Context: an optimization exercise on an open-source flow, tuned for small area and a short achievable clock period. The choices shown serve that exercise and are no tape-out recipe.
Only simulation tests tie the RTL to the original design; equivalence was not proved.
Power figures rest on the tool's default switching activity, not on a simulated workload.

build 67:
Design cic_iq_decim, start of the top module:
module cic_iq_decim #(
  parameter int DIN_W    = 16,
  parameter int DOUT_W   = 16,
  parameter int STAGES   = 4,
  parameter int MAX_RATE = 16,
  parameter int GAIN_W   = 16,
  localparam int RATE_W  = $clog2(MAX_RATE + 1),
  localparam int ACC_W   = DIN_W + STAGES * $clog2(MAX_RATE),
  localparam int SHIFT_W = $clog2(ACC_W)
) (
  input  logic                     clk,
  input  logic                     rst,
  input  logic                     s_axis_data_tvalid,
  input  logic signed [DIN_W-1:0]  s_axis_data_tdata_real,
  input  logic signed [DIN_W-1:0]  s_axis_data_tdata_imag,
  input  logic                     cfg_load,
  input  logic [RATE_W-1:0]        cfg_rate,
  input  logic [SHIFT_W-1:0]       cfg_shift,
  input  logic [GAIN_W-1:0]        cfg_gain,
  output logic                     m_axis_data_tvalid,
  output logic signed [DOUT_W-1:0] m_axis_data_tdata_real,
  output logic signed [DOUT_W-1:0] m_axis_data_tdata_imag
);
For scale: about 6,300 cells after synthesis, about 900 flip-flops, ~95 I/O pins, ~49,000 µm² of cells after synthesis.
Settings: LEC_CHECK=0, ABC_AREA=1, CAP_MARGIN=20, CORE_MARGIN=2, CORE_UTILIZATION=40, CTS_CLUSTER_DIAMETER=200, CTS_CLUSTER_SIZE=25, SLEW_MARGIN=20; clock period 9.5 ns.
standard.sh (not shown) runs the stock make flow with config.mk's settings and CLKGATE_MAP_FILE= SYNTH_SCRIPT=/design/flow/synth_recipe.tcl, a recipe that flattens the netlist after the stock synthesis.
==> flow/flow/run.sh <==
#!/bin/bash
# Standard ORFS layout, with repair_timing asked to reach a larger setup slack than the
# constraint needs (the SDC is unchanged), and plain buffers on the ports.
# Each tool's output stays in orfs/logs/; make's output goes to standard.log.
set -euo pipefail
cd "$(dirname "$0")/.."
export SETUP_SLACK_MARGIN=${MARGIN:-6.62}
export BUFFER_PORTS_ARGS="-buffer_cell sky130_fd_sc_hd__buf_1"
bash standard.sh > standard.log 2>&1
Build 67 did not stop at any stage, and its layout met the timing, DRC and antenna checks.
Input-level comparison between build 25 and build 67:
diff --git a/flow/flow/run.sh b/flow/flow/run.sh
--- a/flow/flow/run.sh
+++ b/flow/flow/run.sh
@@ -6,3 +6,3 @@
 cd "$(dirname "$0")/.."
-export SETUP_SLACK_MARGIN=${MARGIN:-6.62}
+export SETUP_SLACK_MARGIN=${MARGIN:-6.55}
 export BUFFER_PORTS_ARGS="-buffer_cell sky130_fd_sc_hd__buf_1"
### Flow results
- Build 25 does better than build 67 on power spent charging and discharging nets.
- Looking only at buffers inserted during post-CTS setup optimization, and setting everything else aside, the lower value of build 67 and build 25 goes to build 25.
- Re combined area of the multi-input logic cells: build 67 and build 25 aren't equal, and the lower value belongs to build 25.
- When the final numbers for build 67 and build 25 were put side by side, the synthesis-to-layout area growth turned out to be greater in build 67.
- Of build 67 and build 25, the higher fraction of power consumed by combinational cells belongs to build 67.
- On cell area, the higher figure sits with build 67, not build 25.
- Sum of routed wire segments on met1 (lower): build 25
Edits applied to the flow inputs when going from build 25 to build 16:
diff --git a/flow/flow/run.sh b/flow/flow/run.sh
--- a/flow/flow/run.sh
+++ b/flow/flow/run.sh
@@ -6,3 +6,3 @@
 cd "$(dirname "$0")/.."
-export SETUP_SLACK_MARGIN=${MARGIN:-6.55}
+export SETUP_SLACK_MARGIN=${MARGIN:-6.45}
 export BUFFER_PORTS_ARGS="-buffer_cell sky130_fd_sc_hd__buf_1"
Findings:
Comparing the two runs side by side, build 16 comes out ahead of build 25 on via count. Between build 16 and build 25, it is build 16 whose relative slew slack is lower, by 2.7 points. Non-clock buffer count ends up higher on build 25. [build 16] total routed wirelength fell about 0.8% relative to build 25. Build 25 -> build 16: post-synthesis simple-gate area fraction delta 0, exact match. Comparing build 16 with build 25, the worst-case setup margin in the final layout came out essentially unchanged. Sequential share of layout area: build 16 higher than build 25. Relative to build 25, the power per cell area measured on build 16 has decreased by a few percent.
Inputs modified between build 16 and build 60:
diff --git a/flow/flow/run.sh b/flow/flow/run.sh
--- a/flow/flow/run.sh
+++ b/flow/flow/run.sh
@@ -6,3 +6,3 @@
 cd "$(dirname "$0")/.."
-export SETUP_SLACK_MARGIN=${MARGIN:-6.45}
+export SETUP_SLACK_MARGIN=${MARGIN:-6.55}
 export BUFFER_PORTS_ARGS="-buffer_cell sky130_fd_sc_hd__buf_1"
diff --git a/flow/config.mk b/flow/config.mk
--- a/flow/config.mk
+++ b/flow/config.mk
@@ -7,3 +7,2 @@
 export LEC_CHECK = 0
-export ABC_AREA = 1
 export CAP_MARGIN = 20
### Flow results
A start point of the critical path of mr0[12] is what build 60 shows, while p_hold[3] belongs to build 16. [compare] base=build 16 new=build 60: shortest period the worst path allows went up, worst endpoint data arrival time went up, number of standard cells after synthesis went down, total half-perimeter wirelength after legalization and detailed placement went down, cell area went down. Build 16 → build 60: worst setup margin decreased 0.29 ns; area after detailed placement went down about 2.4%. Across build 60 and build 16, none had a timing, DRC or antenna violation.
Input-level comparison between build 34 and build 60:
diff --git a/flow/flow/run.sh b/flow/flow/run.sh
--- a/flow/flow/run.sh
+++ b/flow/flow/run.sh
@@ -6,3 +6,3 @@
 cd "$(dirname "$0")/.."
-export SETUP_SLACK_MARGIN=${MARGIN:-6.55}
+export SETUP_SLACK_MARGIN=${MARGIN:-6.3}
 export BUFFER_PORTS_ARGS="-buffer_cell sky130_fd_sc_hd__buf_1"
diff --git a/flow/config.mk b/flow/config.mk
--- a/flow/config.mk
+++ b/flow/config.mk
@@ -7,2 +7,3 @@
 export LEC_CHECK = 0
+export ABC_AREA = 1
 export CAP_MARGIN = 20
[summary]
- Setup slack: build 34 more than build 60
- Higher number of iterations in the first detailed-routing pass among build 60 and build 34: build 60
- Re overall overflow remaining after global route: no difference whatsoever between build 60 and build 34.
- Between build 34 and build 60, the clock network area share does not differ in any meaningful way.
- Startpoint of the worst setup timing path: mr2[12] -> build 34, mr0[12] -> build 60

---

## wip/cedar
Another version of the RTL of cic_iq_decim (not shown whole).
Size in the first run: about 6,300 cells after synthesis, about 900 flip-flops, about 49,000 um2 of cells after synthesis.
==> flow/config.mk <==
export PLATFORM = sky130hd
export DESIGN_NAME = cic_iq_decim
export DESIGN_NICKNAME = cic_iq_decim
export VERILOG_FILES = /design/flow/design.v
export SDC_FILE = /design/flow/constraint.sdc
export NUM_CORES = 4
export LEC_CHECK = 0
export ABC_AREA = 1
export CAP_MARGIN = 20
export CORE_MARGIN = 2
export CORE_UTILIZATION = 40
export CTS_CLUSTER_DIAMETER = 200
export CTS_CLUSTER_SIZE = 28
export SLEW_MARGIN = 20
==> flow/constraint.sdc <==
create_clock -name core_clock -period 9.5 [get_ports {clk}]
set_input_delay 1.9000 -clock core_clock [delete_from_list [all_inputs] [get_ports {clk}]]
set_output_delay 1.9000 -clock core_clock [all_outputs]
set_load 0.01 [all_outputs]
==> flow/flow/run.sh <==
#!/bin/bash
# Standard ORFS layout, with repair_timing asked to reach a larger setup slack than the
# constraint needs (the SDC is unchanged), and plain buffers on the ports.
# Each tool's output stays in orfs/logs/; make's output goes to standard.log.
set -euo pipefail
cd "$(dirname "$0")/.."
export SETUP_SLACK_MARGIN=${MARGIN:-6.5}
export BUFFER_PORTS_ARGS="-buffer_cell sky130_fd_sc_hd__buf_1"
bash standard.sh > standard.log 2>&1
wip/cedar: full flow OK, the timing, DRC and antenna checks passed
diff inputs: wip/cedar => wip/zinc
- changing CTS_CLUSTER_SIZE from 28 to 25
- changing CTS_CLUSTER_DIAMETER from 200 to 100
- ~same quantity of I/O buffers inserted on ports in wip/zinc and wip/cedar
- In wip/zinc relative to wip/cedar, met2 wire length had gone up slightly.
- On minimum hold slack, wip/zinc and wip/cedar are neck and neck.
- Compared with wip/cedar, power consumed by the clock network in wip/zinc increased by more than 10%.
What wip/pepper does differently from wip/zinc at the input level:
- CTS_CLUSTER_DIAMETER changed from 100 to 200
Findings:
Fraction of layout instances using a drive strength above 1 in wip/pepper vs wip/zinc: down 0.26 points
Against wip/zinc, wip/pepper comes in 1.9 points lower on clock share of power.
Clock skew down 0.013 ns in wip/pepper wrt wip/zinc
Compared with wip/zinc, in wip/pepper wire length decreased 0.45%, basic-gate share of the synthesized area counting and, or, nand and nor cells essentially unchanged.
Between wip/zinc and wip/pepper, the difference in number of standard cells in the layout, taps in and fillers out is negligible.
--- input diff wip/pepper..wip/amber ---
diff --git a/flow/flow/run.sh b/flow/flow/run.sh
--- a/flow/flow/run.sh
+++ b/flow/flow/run.sh
@@ -5,5 +5,5 @@
 set -euo pipefail
 cd "$(dirname "$0")/.."
-export SETUP_SLACK_MARGIN=${MARGIN:-6.5}
+export SETUP_SLACK_MARGIN=${MARGIN:-6.45}
 export BUFFER_PORTS_ARGS="-buffer_cell sky130_fd_sc_hd__buf_1"
 bash standard.sh > standard.log 2>&1
==> run summary <==
- Setup slack in wip/amber is smaller than in wip/pepper.
- Re die area: no difference whatsoever between wip/amber and wip/pepper.
- From wip/pepper to wip/amber, sequential cell count did not move at all.

## port drivers added, routing unchanged
Ports are ideal in the flow. The routed layouts listed here were re-timed in OpenROAD.
Step 1: set_driving_cell puts a clkbuf_16 on clk and a buf_2 on each other input, an assumption about the parent block.
Step 2, shift: input delay + t, output delay - t, t = (earliest + latest rising clock arrival at the registers) / 2. This alone moves slack from input paths to output paths.
a / b / c = ideal / step 1 / step 2; a / b = the first two.
run	shift t [ns]	setup WS [ns]	worst data-port slew with drivers (ns)
build 67	0.714	6.489 / 6.420 / 6.282	0.06
build 25	0.714	6.489 / 6.420 / 6.266	0.07
build 16	0.714	6.488 / 6.418 / 6.263	0.07
build 60	0.708	6.195 / 6.195 / 6.195	0.05
build 34	0.716	6.398 / 6.356 / 6.263	0.06
wip/cedar	0.703	6.487 / 6.420 / 6.157	0.07
wip/zinc	0.724	6.487 / 6.420 / 6.183	0.07
wip/pepper	0.699	6.511 / 6.445 / 6.149	0.07
wip/amber	0.700	6.454 / 6.440 / 6.166	0.07
After both steps setup and hold are still met in every run listed. For wip/pepper, which loses most, drivers alone change the setup slack by -0.066 ns; drivers and shift together by -0.362 ns.
